This design comes from an exercise in tuning for small area, a short achievable clock period and few clock cycles per item on the open sky130 flow, not from production work. The RTL was checked by simulation tests, not by an equivalence proof against the original design.

== the baseline ==
// path_option_payoff
module path_option_payoff #(
  parameter int MAX_PATH_LEN = pop_pkg::MaxPathLen
) (
  input  logic                       clk_i,
  input  logic                       rst_ni,
  input  logic                       sample_valid_i,
  output logic                       sample_ready_o,
  input  logic [pop_pkg::PriceW-1:0] sample_price_i,
  input  logic                       sample_last_i,
  output logic                       result_valid_o,
  input  logic                       result_ready_i,
  output logic [pop_pkg::PriceW-1:0] result_payoff_o,
  output logic                       result_crossed_o,
  input  logic                       cfg_valid_i,
  output logic                       cfg_ready_o,
  input  logic [pop_pkg::CfgIdxW-1:0] cfg_index_i,
  input  logic [pop_pkg::CfgDataW-1:0] cfg_data_i
);
make LEC_CHECK=0 CAP_MARGIN=20 CORE_MARGIN=2 CORE_UTILIZATION=55 SETUP_SLACK_MARGIN=5 SLEW_MARGIN=20 finish   # period 11.0 ns
run.sh (not shown) runs the stock make flow with config.mk's settings and CLKGATE_MAP_FILE= SYNTH_SCRIPT=/design/flow/synth_recipe.tcl, a recipe that flattens the netlist after the stock synthesis.
Both conditions hold for the baseline: the flow ran to the end and the final layout passed the timing, design-rule and antenna checks.
Testbench counts of the baseline, summed over its fixed seeds: cycles 68,934, paths 2,560.
What the candidate does differently from the baseline at the input level:
==> flow/flow/run.sh (new file) <==
#!/bin/bash
set -euo pipefail
bash standard.sh SETUP_SLACK_MARGIN=6 finish > standard.log 2>&1
==> flow/standard.sh (new file) <==
#!/bin/bash
# synth_recipe.tcl (not shown) runs the flow's synth.tcl, then flattens the netlist and writes it again
# the make line also repeats each setting of config.mk as NAME=value (left out here)
make -C /OpenROAD-flow-scripts/flow DESIGN_CONFIG=/design/flow/config.mk WORK_HOME=/design/flow/orfs CLKGATE_MAP_FILE= SYNTH_SCRIPT=/design/flow/synth_recipe.tcl "${@:-finish}"
removed: flow/run.sh
## What came out
Diff the baseline -> the candidate: iteration count of the initial detailed-routing pass did not really move, number of setup buffers added after CTS went up, via count went up. From the baseline to the candidate the numbers moved as follows: register fraction of the total cell area went down; worst slack on hold paths went down; final core utilization went up. Going from the baseline to the candidate, simple-gate portion of the synthesized area level; met3 usage in global routing grew by 0.89 points.

* * *

Setup of build 30:
Another version of the RTL of path_option_payoff (not shown whole).
For scale: about 3100 cells after synthesis, about 400 flip-flops.
==> flow/config.mk <==
export PLATFORM = sky130hd
export DESIGN_NAME = path_option_payoff
export DESIGN_NICKNAME = path_option_payoff
export VERILOG_FILES = /design/flow/design.v
export SDC_FILE = /design/flow/constraint.sdc
export NUM_CORES = 4
export LEC_CHECK = 0
export CAP_MARGIN = 20
export CORE_MARGIN = 2
export CORE_UTILIZATION = 55
export SETUP_SLACK_MARGIN = 5
export SLEW_MARGIN = 20
==> flow/constraint.sdc <==
create_clock -name core_clock -period 11.0 [get_ports {clk_i}]
set_input_delay 2.2000 -clock core_clock [delete_from_list [all_inputs] [get_ports {clk_i}]]
set_output_delay 2.2000 -clock core_clock [all_outputs]
set_load 0.01 [all_outputs]
standard.sh (not shown) runs the stock make flow with config.mk's settings and CLKGATE_MAP_FILE= SYNTH_SCRIPT=/design/flow/synth_recipe.tcl, a recipe that flattens the netlist after the stock synthesis.
==> flow/flow/run.sh <==
#!/bin/bash
set -euo pipefail
bash standard.sh SETUP_SLACK_MARGIN=6.8 finish > standard.log 2>&1
Testbench counts of build 30, summed over its fixed seeds: cycles 67,214, paths 2,560.
> inputs changed (build 30 -> build 66)
==> flow/flow/run.sh <==
#!/bin/bash
set -euo pipefail
bash standard.sh SETUP_SLACK_MARGIN=6.3 finish > standard.log 2>&1
[summary]
Having completed the whole flow, build 66 delivered a layout that passed the timing, design-rule and antenna checks. Build 30 reached the final stage; the timing, design-rule and antenna checks on its layout passed. The lower final critical-path share of the clock period came out of build 66. The run showing the smaller core occupancy in the finished layout is build 66. From build 30 to build 66 the numbers moved as follows: via count of the first global-routing pass went down; wire length now sits lower; fraction of met1 tracks used by global routing has decreased; peak fanout along the critical path +30. The number of cells on the critical path in build 66 was lower than what build 30 gave.
Input-level comparison between build 80 and build 66:
==> flow/flow/run.sh <==
#!/bin/bash
set -euo pipefail
bash standard.sh SETUP_SLACK_MARGIN=6.5 finish > standard.log 2>&1
==> comparison <==
Relative to build 66, wire length per cell has increased by 2.1% in build 80. In the flow results for build 80 and build 66, the non-clock buffer instance count of the final layout is larger on build 80. Looking at worst hold slack across both flows, build 80 is the weaker of the two, with build 66 ahead. Build 80 vs. build 66: top achievable clock speed higher, count of filler cells inserted in the layout -13, area growth from synthesis to layout grew by 2.6 points, final design instance area without fill up about 2.3%.

-- re-timing with driven ports --
Ports are ideal in the flow. The routed layouts listed here were re-timed in OpenROAD. Step 1 sets driving cells, clkbuf_16 on the clock port and buf_2 on the other inputs (assumed; they add their load-dependent delay and slew). Step 2 times the ports against the registers' clock, not the clock port: input delays grow and output delays shrink by t, the midpoint of the rising clock arrivals with the driver on. Slacks: ideal ports / drivers / drivers and shift; pairs: ideal ports / drivers.
run	t, ns	setup WS [ns]	latest minus earliest clock arrival (ns)
the baseline	0.643	5.197 / 5.197 / 5.197	0.049 / 0.049
the candidate	0.648	5.790 / 5.790 / 5.790	0.032 / 0.032
build 30	0.657	6.394 / 6.394 / 6.158	0.019 / 0.019
build 66	0.658	6.421 / 6.362 / 5.882	0.035 / 0.034
build 80	0.644	6.466 / 6.466 / 6.109	0.020 / 0.020
After both steps setup and hold are still met in every run listed. The setup slack of build 66, which loses most, moves by -0.059 ns with the drivers and by -0.539 ns with both steps.
